What follows belongs to an exercise in optimizing a design on an open flow for small area and a short achievable clock period; a production flow would make more cautious choices.
Function was checked by simulation only, so behaviour that the tests miss may differ from the original.
Power is estimated from default activity; no workload was simulated.

==> flow/design.v (excerpt) <==
module bus_responder #(
  parameter int AW    = bus_pkg::AW_DEF,
  parameter int DW    = bus_pkg::DW_DEF,
  parameter int DEPTH = 200,
  parameter int WAIT  = 2
) (
  input  logic          clk,
  input  logic          rst,
  input  logic          mreq,
  output logic          mgrnt,
  input  logic          mas,
  input  logic          mrw,
  input  logic [AW-1:0] maddr,
  input  logic [DW-1:0] mwdata,
  output logic [DW-1:0] mrdata,
  output logic          mrdy,
  output logic          merr
);
  localparam int NRING = DEPTH / 4;
  typedef struct packed {
    logic          valid;
    logic [AW-1:0] addr;
    logic [DW-1:0] data;
    logic          drain;
    logic [DW-1:0] ins_data;
    logic [7:0]    ins_hi;
    logic [7:0]    ins_lo;
  } wb_next_t;
  typedef struct packed {
    logic       pol;
    logic [7:0] hi;
    logic [7:0] lo0;
    logic [7:0] lo2;
    logic       even;
  } rd_next_t;
  logic s_grant, s_w1, s_w2, s_ack;
  logic s_idle;
  logic          rw_r;
  logic          oor_r;
  logic          wr_ok_r;
  logic [AW-1:0] addr_r;
  logic [DW-1:0] wdata_r;
  logic [2:0]    phase_r;
  logic [3:0]    t_drain_r;    
  logic [3:0]    t_ipol_r;     
  logic [3:0]    t_rp0_r;      
  logic [3:0]    t_rp1_r;      
  logic [3:0]    t_rpol_r;     
  logic          wb_valid_r;
  logic [AW-1:0] wb_addr_r;
  logic [DW-1:0] wb_data_r;
  logic          drain_r;
  logic [DW-1:0] ins_data_r;
  logic [7:0]    ins_hi_n_r;
  logic [7:0]    ins_lo_n_r;
  logic [7:0]    keep_hi_r;
  logic [7:0]    keep_lo_r;
  logic          cap_r;
  logic          fwd_r;
  logic          rd_pol_r;
  logic [7:0]    rd_hi_r;
  logic [7:0]    rd_lo0_r;
  ...
Settings: LEC_CHECK=0, ABC_CLOCK_PERIOD_IN_PS=2500, CAP_MARGIN=20, CORE_MARGIN=2, CORE_UTILIZATION=60, CTS_CLUSTER_DIAMETER=80, CTS_CLUSTER_SIZE=28, SETUP_SLACK_MARGIN=2.2, SLEW_MARGIN=20; clock period 4.0 ns.
run.sh (not shown) runs the stock make flow with config.mk's settings and CLKGATE_MAP_FILE= SYNTH_SCRIPT=/design/flow/synth_recipe.tcl, a recipe that flattens the netlist after the stock synthesis.
Edit:
Settings changed: SETUP_SLACK_MARGIN 2.2 to 2.0.
Outcome:
- global-route usage decreases by 0.21 points
- critical path depth goes up by 1
- worst hold slack improved by 0.0079 ns
- power barely changes
- non-clock buffer count is lower by 35
Edit:
Settings changed: SETUP_SLACK_MARGIN 2.0 to 2.4.
What happened:
- The changed run completed without violations
- non-clock buffer count goes up by 109
- setup slack improved by 0.012 ns
- worst hold slack gets worse by 0.012 ns
- global-route usage came out higher by 1.9 points
- critical path depth is higher by 2
- wire length grows by 5.7%
- area after synthesis is unchanged
Edit:
Settings changed: ABC_CLOCK_PERIOD_IN_PS 2500 to 2000, SETUP_SLACK_MARGIN 2.4 to 2.2.
Outcome: Global-route usage shrinks by 1.7 points; worst setup slack improved by 0.16 ns; wire length drops by 4.8%; utilization shrinks by 2.9 points; hold slack gets better by 0.0037 ns; clock-buffer cell count goes down by 14.

---

bus_responder, a different RTL version from the one above (not shown whole).
Size in the first run: roughly 32 I/O pins, ~0.047 sq mm of cells after synthesis.
==> flow/design.v (excerpt) <==
module bus_responder #(
  parameter int AW    = bus_pkg::AW_DEF,
  parameter int DW    = bus_pkg::DW_DEF,
  parameter int DEPTH = 200,
  parameter int WAIT  = 2
) (
  input  logic          clk,
  input  logic          rst,
  input  logic          mreq,
  output logic          mgrnt,
  input  logic          mas,
  input  logic          mrw,
  input  logic [AW-1:0] maddr,
  input  logic [DW-1:0] mwdata,
  output logic [DW-1:0] mrdata,
  output logic          mrdy,
  output logic          merr
);
export LEC_CHECK = 0
export ABC_CLOCK_PERIOD_IN_PS = 2500
export CAP_MARGIN = 20
export CORE_MARGIN = 2
export CORE_UTILIZATION = 60
export CTS_CLUSTER_DIAMETER = 80
export CTS_CLUSTER_SIZE = 28
export SETUP_SLACK_MARGIN = 1.5
export SLEW_MARGIN = 20
create_clock -name core_clock -period 4.0 [get_ports {clk}]
The first run ran to the end with no violations.
Rerun with:
==> flow/flow/run.sh (new file) <==
#!/bin/bash
# The standard layout, with two changes: the port buffers are buf_4 cells
# instead of the slow delay-buffer cell buffer_ports picks by itself, and
# timing repair may resize a cell to any drive strength of the same function,
# not only to cells of the same footprint.
set -euo pipefail
bash standard.sh MATCH_CELL_FOOTPRINT=0 \
  "BUFFER_PORTS_ARGS=-buffer_cell sky130_fd_sc_hd__buf_4" \
  finish > standard_flow.log 2>&1
==> flow/standard.sh (new file) <==
#!/bin/bash
# synth_recipe.tcl (not shown) runs the flow's synth.tcl, then flattens the netlist and writes it again
# the make line also repeats each setting of config.mk as NAME=value (left out here)
make -C /OpenROAD-flow-scripts/flow DESIGN_CONFIG=/design/flow/config.mk WORK_HOME=/design/flow/orfs CLKGATE_MAP_FILE= SYNTH_SCRIPT=/design/flow/synth_recipe.tcl "${@:-finish}"
removed: flow/run.sh
Outcome:
- The changed run ran to the end with no violations
- cell area is about the same
- synthesized cell count is unchanged
- wire length decreases by 0.77%
- setup slack gets worse by 0.12 ns
- clock-buffer cell count does not change
- via count goes down by about 0.7%
- sequential cell count does not change

---

north:
The RTL this note starts from:
==> flow/design.v <==
package bus_pkg;
  localparam int AW_DEF = 8;
  localparam int DW_DEF = 8;
  localparam logic BUS_RD = 1'b1;
  localparam logic BUS_WR = 1'b0;
  typedef enum logic [1:0] {
    ST_IDLE  = 2'd0,
    ST_GRANT = 2'd1,
    ST_WAIT  = 2'd2,
    ST_ACK   = 2'd3
  } bus_state_e;
endpackage
module bus_ram #(
  parameter int DW    = 8,
  parameter int NRING = 50
) (
  input  logic          clk,
  input  logic [7:0]    ins_hi,
  input  logic [7:0]    ins_lo,
  input  logic [DW-1:0] ins_data,
  input  logic [7:0]    rd_hi,
  input  logic [7:0]    rd_lo0,
  input  logic [7:0]    rd_lo2,
  output logic [DW-1:0] rd_data
);
  localparam int NGRP = (NRING + 7) / 8;
  logic [DW-1:0] pos0 [NGRP*8];
  logic [DW-1:0] pos2 [NGRP*8];
  for (genvar r = 0; r < NGRP*8; r++) begin : g_ring
    if (r < NRING) begin : g_on
      logic [4*DW-1:0] ring_q;
      logic            ins_here;
      assign ins_here = ins_hi[r/8] && ins_lo[r%8];
      always_ff @(posedge clk) begin
        ring_q <= {ring_q[3*DW-1:0],
                   ~(({DW{!ins_here}} & ring_q[4*DW-1:3*DW]) | ({DW{ins_here}} & ins_data))};
      end
      assign pos0[r] = ring_q[DW-1:0];
      assign pos2[r] = ring_q[3*DW-1:2*DW];
    end else begin : g_off
      assign pos0[r] = {DW{1'b0}};
      assign pos2[r] = {DW{1'b0}};
    end
  end
  always_comb begin
    logic [DW-1:0] grp;
    rd_data = {DW{1'b0}};
    for (int k = 0; k < NGRP; k++) begin
      grp = {DW{1'b0}};
      for (int j = 0; j < 8; j++) begin
        grp = grp | ({DW{rd_lo0[j]}} & pos0[8*k+j]) | ({DW{rd_lo2[j]}} & pos2[8*k+j]);
      end
      rd_data = rd_data | ({DW{rd_hi[k]}} & grp);
    end
  end
endmodule
module bus_responder #(
  parameter int AW    = bus_pkg::AW_DEF,
  parameter int DW    = bus_pkg::DW_DEF,
  parameter int DEPTH = 200,
  parameter int WAIT  = 2
) (
  input  logic          clk,
  input  logic          rst,
  input  logic          mreq,
  output logic          mgrnt,
  input  logic          mas,
  input  logic          mrw,
  input  logic [AW-1:0] maddr,
  input  logic [DW-1:0] mwdata,
  output logic [DW-1:0] mrdata,
  output logic          mrdy,
  output logic          merr
);
  localparam int NRING = DEPTH / 4;
  logic s_grant, s_w1, s_w2, s_ack;
  logic s_idle;
  logic          rw_r;
  logic [AW-1:0] addr_r;
  logic [DW-1:0] wdata_r;
  logic [2:0]    phase_r;
  logic          wb_valid_r;
  logic [AW-1:0] wb_addr_r;
  logic [DW-1:0] wb_data_r;
  logic [DW-1:0] rd_hold_r;
  logic          drain_r;
  logic          cap_r;
  logic [7:0]    rd_hi_r;
  logic [7:0]    rd_lo0_r;
  logic [7:0]    rd_lo2_r;
  logic          fwd_r;
  logic          ins_pol_r;
  logic [7:0]    ins_hi_r;
  logic [7:0]    ins_lo_r;
  logic          drain_s;
  logic          rd_pol_r;
  logic          rd_hpol_r;
  logic          mgrnt_r;
  logic          mrdy_r;
  logic          merr_r;
  logic [DW-1:0] mrdata_r;
  logic          strobe_s;
  logic          oor_s;
  logic          wcommit_s;
  logic          wb_valid_s;
  logic [1:0]    wb_slot_s;
  logic [1:0]    rpos_s;
  logic [AW-1:0] addr_s;
  logic [AW-1:0] wb_addr_s;
  logic [DW-1:0] ram_rdata_s;
  assign s_idle   = !(s_grant || s_w1 || s_w2 || s_ack);
  assign strobe_s = s_grant && mas;
  assign oor_s    = ({1'b0, addr_r} >= (AW+1)'(DEPTH));
  always_ff @(posedge clk) begin
    if (rst) begin
      s_grant <= 1'b0;
      s_w1    <= 1'b0;
      s_w2    <= 1'b0;
      s_ack   <= 1'b0;
    end else begin
      s_grant <= ((s_idle || s_ack) && mreq) || (s_grant && !mas && mreq);
      s_w1    <= strobe_s;
      s_w2    <= s_w1;
      s_ack   <= s_w2;
    end
  end
  always_ff @(posedge clk) begin
    if (strobe_s) begin
      rw_r    <= mrw;
      addr_r  <= maddr;
      wdata_r <= mwdata;
    end
  end
  always_ff @(posedge clk) begin
    phase_r <= phase_r + 3'd1;
  end
  assign wcommit_s  = s_w2 && !rst && (rw_r == bus_pkg::BUS_WR) && !oor_s;
  assign wb_valid_s = wcommit_s || (wb_valid_r && !drain_r);
  assign wb_addr_s  = wcommit_s ? addr_r : wb_addr_r;
  assign wb_slot_s  = wb_addr_s[1:0];
  assign drain_s    = wb_valid_s && ((wb_slot_s + phase_r[1:0]) == 2'd2);
  always_ff @(posedge clk) begin
    wb_valid_r <= wb_valid_s;
    drain_r    <= drain_s;
    ins_pol_r  <= 1'(({1'b0, wb_slot_s} + phase_r + 3'd2) >> 2);
    for (int k = 0; k < 8; k++) begin
      ins_hi_r[k] <= drain_s && (wb_addr_s[7:5] == 3'(k));
      ins_lo_r[k] <= (wb_addr_s[4:2] == 3'(k));
    end
    if (wcommit_s) begin
      wb_addr_r <= addr_r;
      wb_data_r <= wdata_r;
    end
  end
  assign addr_s = strobe_s ? maddr : addr_r;
  assign rpos_s = addr_s[1:0] + phase_r[1:0] + 2'd1;
  always_ff @(posedge clk) begin
    cap_r <= (strobe_s || s_w1) && !rpos_s[0];
    fwd_r <= wb_valid_s && (wb_addr_s == addr_s);
    rd_pol_r <= 1'(({1'b0, addr_s[1:0]} + phase_r + 3'd1) >> 2);
    for (int k = 0; k < 8; k++) begin
      rd_hi_r[k]  <= (addr_s[7:5] == 3'(k));
      rd_lo0_r[k] <= (addr_s[4:2] == 3'(k)) && !rpos_s[1];
      rd_lo2_r[k] <= (addr_s[4:2] == 3'(k)) && rpos_s[1];
    end
  end
  bus_ram #(
    .DW    (DW),
    .NRING (NRING)
  ) u_ram (
    .clk      (clk),
    .ins_hi   (ins_hi_r),
    .ins_lo   (ins_lo_r),
    .ins_data (wb_data_r ^ {DW{!ins_pol_r}}),
    .rd_hi    (rd_hi_r),
    .rd_lo0   (rd_lo0_r),
    .rd_lo2   (rd_lo2_r),
    .rd_data  (ram_rdata_s)
  );
  always_ff @(posedge clk) begin
    if (cap_r) begin
      rd_hold_r <= fwd_r ? wb_data_r : ram_rdata_s;
      rd_hpol_r <= !fwd_r && rd_pol_r;
    end
  end
  always_ff @(posedge clk) begin
    if (rst) begin
      mgrnt_r  <= 1'b0;
      mrdy_r   <= 1'b0;
      merr_r   <= 1'b0;
      mrdata_r <= {DW{1'b0}};
    end else begin
      mgrnt_r <= !s_idle;
      mrdy_r  <= s_ack;
      merr_r  <= s_ack && oor_s;
      if (s_ack && rw_r == bus_pkg::BUS_RD) begin
        mrdata_r <= oor_s ? {DW{1'b0}} : (rd_hold_r ^ {DW{rd_hpol_r}});
      end
    end
  end
  assign mgrnt  = mgrnt_r;
  assign mrdy   = mrdy_r;
  assign merr   = merr_r;
  assign mrdata = mrdata_r;
endmodule
export LEC_CHECK = 0
export ABC_CLOCK_PERIOD_IN_PS = 2500
export CAP_MARGIN = 20
export CORE_MARGIN = 2
export CORE_UTILIZATION = 60
export CTS_CLUSTER_DIAMETER = 80
export CTS_CLUSTER_SIZE = 28
export SETUP_SLACK_MARGIN = 1.5
export SLEW_MARGIN = 20
create_clock -name core_clock -period 4.0 [get_ports {clk}]
Stock flow here: none of the scripts above is used.
#### Input delta (south over north)
Settings: swapping 80 for 60 in CTS_CLUSTER_DIAMETER; swapping 1.5 for 2.0 in SETUP_SLACK_MARGIN; swapping 2500 for 2000 in ABC_CLOCK_PERIOD_IN_PS; swapping 28 for 30 in CTS_CLUSTER_SIZE.
[summary]
- Setup slack deteriorates in south relative to north.
- The final reports for south and north show number of standard cells in the layout, taps in and fillers out higher in the former.
- north has a higher sequential group share of total power than south.
- Wire length on met1: south vs north — no meaningful difference
- Looking at utilization of the core after routing, south sits 1.9 points above north.
- Diff north..south | storage element area | negligible
--- input diff south..east ---
Settings: CTS_CLUSTER_SIZE: 30 -> 28; CTS_CLUSTER_DIAMETER: 60 -> 80; ABC_CLOCK_PERIOD_IN_PS: 2000 -> 2500; SETUP_SLACK_MARGIN: 2.0 -> 1.5.
==> flow/flow/run.sh (new file) <==
#!/bin/bash
# The standard layout, with two changes: the port buffers are buf_4 cells
# instead of the slow delay-buffer cell buffer_ports picks by itself, and
# timing repair may resize a cell to any drive strength of the same function,
# not only to cells of the same footprint.
set -euo pipefail
bash standard.sh MATCH_CELL_FOOTPRINT=0 \
  "BUFFER_PORTS_ARGS=-buffer_cell sky130_fd_sc_hd__buf_4" \
  finish > standard_flow.log 2>&1
==> flow/standard.sh (new file) <==
#!/bin/bash
# synth_recipe.tcl (not shown) runs the flow's synth.tcl, then flattens the netlist and writes it again
# the make line also repeats each setting of config.mk as NAME=value (left out here)
make -C /OpenROAD-flow-scripts/flow DESIGN_CONFIG=/design/flow/config.mk WORK_HOME=/design/flow/orfs CLKGATE_MAP_FILE= SYNTH_SCRIPT=/design/flow/synth_recipe.tcl "${@:-finish}"
removed: flow/run.sh
==> comparison <==
Placed wire-length estimate after detailed placement, south and east: smaller value in south. There was hardly any difference in portion of the post-synthesis area used by sequential elements between south and east. When east is set beside south, its layout overhead on the synthesized area turns out to be 3.1 points smaller. NOTE first-iteration DRC count south->east increased by a little under 10%. Taking south as the reference, in east portion of the clock cycle consumed by the worst path in the final layout fell 0.68 points; via count comparable; relative contribution of combinational cells to total power has decreased; share of the final layout cell area in multi-input gates stayed essentially flat; power dissipated in sequential cells comparable. First-pass GRT wire length: higher on south.

---

bus_responder, a different RTL version from the one above (not shown whole).
Size in the first run: ~3,200 cells after synthesis.
// bus_responder
module bus_responder #(
  parameter int AW    = bus_pkg::AW_DEF,
  parameter int DW    = bus_pkg::DW_DEF,
  parameter int DEPTH = 200,
  parameter int WAIT  = 2
) (
  input  logic          clk,
  input  logic          rst,
  input  logic          mreq,
  output logic          mgrnt,
  input  logic          mas,
  input  logic          mrw,
  input  logic [AW-1:0] maddr,
  input  logic [DW-1:0] mwdata,
  output logic [DW-1:0] mrdata,
  output logic          mrdy,
  output logic          merr
);
==> flow/config.mk <==
export PLATFORM = sky130hd
export DESIGN_NAME = bus_responder
export DESIGN_NICKNAME = bus_responder
export VERILOG_FILES = /design/flow/design.v
export SDC_FILE = /design/flow/constraint.sdc
export NUM_CORES = 4
export LEC_CHECK = 0
export ABC_CLOCK_PERIOD_IN_PS = 2500
export CAP_MARGIN = 20
export CORE_MARGIN = 2
export CORE_UTILIZATION = 60
export CTS_CLUSTER_DIAMETER = 80
export CTS_CLUSTER_SIZE = 28
export SETUP_SLACK_MARGIN = 1.5
export SLEW_MARGIN = 20
==> flow/constraint.sdc <==
create_clock -name core_clock -period 4.0 [get_ports {clk}]
set_input_delay 0.8000 -clock core_clock [delete_from_list [all_inputs] [get_ports {clk}]]
set_output_delay 0.8000 -clock core_clock [all_outputs]
set_load 0.01 [all_outputs]
Stock flow here: none of the scripts above is used.
The first run produced a clean layout.
Change:
SETUP_SLACK_MARGIN = 2.5   (was 1.5)
Outcome:
- The changed run went through all stages and came out clean
- count of clock-buffer cells in the layout rises by 2
- utilization rises by 6.3 points
- non-clock buffer count rises by 172
- flip-flop and latch count is unchanged
- die area stays the same
- fmax rises by 16%
- clock power rises by about 2.3%
Change:
==> flow/flow/run.sh (new file) <==
#!/bin/bash
# The standard layout, with two changes: the port buffers are buf_4 cells
# instead of the slow delay-buffer cell buffer_ports picks by itself, and
# timing repair may resize a cell to any drive strength of the same function,
# not only to cells of the same footprint.
set -euo pipefail
bash standard.sh MATCH_CELL_FOOTPRINT=0 \
  "BUFFER_PORTS_ARGS=-buffer_cell sky130_fd_sc_hd__buf_4" \
  finish > standard_flow.log 2>&1
==> flow/standard.sh (new file) <==
#!/bin/bash
# synth_recipe.tcl (not shown) runs the flow's synth.tcl, then flattens the netlist and writes it again
# the make line also repeats each setting of config.mk as NAME=value (left out here)
make -C /OpenROAD-flow-scripts/flow DESIGN_CONFIG=/design/flow/config.mk WORK_HOME=/design/flow/orfs CLKGATE_MAP_FILE= SYNTH_SCRIPT=/design/flow/synth_recipe.tcl "${@:-finish}"
SETUP_SLACK_MARGIN = 2.0   (was 2.5)
removed: flow/run.sh
The new run passed the timing, DRC and antenna checks; final cell count shrinks by 3.7%; total power is lower by 1.4%; synthesized area is unchanged; core utilization decreases by 5.7 points; wire length shrinks by 10%; setup slack got worse by 0.085 ns; global-route usage fell by 3.9 points.
Change:
==> flow/run.sh (new file) <==
#!/bin/bash
# synth_recipe.tcl (not shown) runs the flow's synth.tcl, then flattens the netlist and writes it again
# the make line also repeats each setting of config.mk as NAME=value (left out here)
make -C /OpenROAD-flow-scripts/flow DESIGN_CONFIG=/design/flow/config.mk WORK_HOME=/design/flow/orfs CLKGATE_MAP_FILE= SYNTH_SCRIPT=/design/flow/synth_recipe.tcl finish
CORE_UTILIZATION = 70   (was 60)
SETUP_SLACK_MARGIN = 1.5   (was 2.0)
removed: flow/flow/run.sh
removed: flow/standard.sh
Register-to-register slack got worse by 0.16 ns.
Global-route usage rose by 3.5 points.
Sequential share of layout area rose by 0.82 points.
Worst setup slack got worse by 0.25 ns.
Power barely changes.
Via count barely changes.
Change:
CORE_UTILIZATION = 60   (was 70)
SETUP_SLACK_MARGIN = 1.9   (was 1.5)
What happened:
- wire length is higher by a few percent
- total power came out higher slightly
- register-to-register slack gets better by 0.11 ns
- die area went up by about a fifth
- worst hold slack degrades by 0.0068 ns
- sequential power barely changes
Change:
SETUP_SLACK_MARGIN = 2.2   (was 1.9)
The changed run passed the timing, DRC and antenna checks. Non-clock buffer count grows by 48. Power barely changes. Die area does not change. Via count came out higher slightly.

## what the ideal ports hide
No port has a modelled driver above. Below, the same layouts with a new extraction and two added sets of constraints.
Step 1 (the two cells are an assumption about what drives the block):
set clk [get_ports {clk}]
set_driving_cell -lib_cell sky130_fd_sc_hd__clkbuf_16 $clk
set_driving_cell -lib_cell sky130_fd_sc_hd__buf_2 [delete_from_list [all_inputs] $clk]
Step 2 moves the port delays by t, midway between the first and last clock arrival at a register: inputs arrive t later, outputs are due t later. That takes back most of the time a late clock gives input paths.
Slacks: ideal ports / drivers / drivers and shift; pairs: ideal ports / drivers.
run	shift t [ns]	slack for setup (ns)	worst setup path at the end	latest minus earliest clock arrival (ns)
the first run of note 1	0.722	2.069 / 1.996 / 1.569	input to register	0.028 / 0.028
the second run of note 1	0.724	1.895 / 1.895 / 1.398	input to register	0.020 / 0.019
the third run of note 1	0.722	1.907 / 1.907 / 1.651	input to register	0.028 / 0.028
the fourth run of note 1	0.722	2.069 / 1.996 / 1.569	input to register	0.028 / 0.028
the first run of note 2	0.716	1.596 / 1.524 / 0.980	input to register	0.033 / 0.033
the second run of note 2	0.725	1.471 / 1.471 / 1.356	input to register	0.030 / 0.030
north	0.724	1.381 / 1.381 / 0.903	input to register	0.027 / 0.028
south	0.734	1.269 / 1.269 / 1.082	input to register	0.044 / 0.043
east	0.706	1.296 / 1.296 / 1.069	input to register	0.022 / 0.022
the first run of note 4	0.720	1.613 / 1.543 / 1.162	input to register	0.029 / 0.029
the second run of note 4	0.749	1.942 / 1.942 / 1.433	input to register	0.032 / 0.032
the third run of note 4	0.715	1.857 / 1.857 / 1.494	input to register	0.029 / 0.030
the fourth run of note 4	0.720	1.604 / 1.556 / 0.927	input to register	0.033 / 0.033
the fifth run of note 4	0.715	1.807 / 1.807 / 1.275	input to register	0.025 / 0.024
the sixth run of note 4	0.722	1.970 / 1.970 / 1.402	input to register	0.020 / 0.020
After both steps every run listed still meets setup and hold. The setup slack of the fourth run of note 4, which loses most, moves by -0.048 ns with the drivers and by -0.677 ns with both steps.
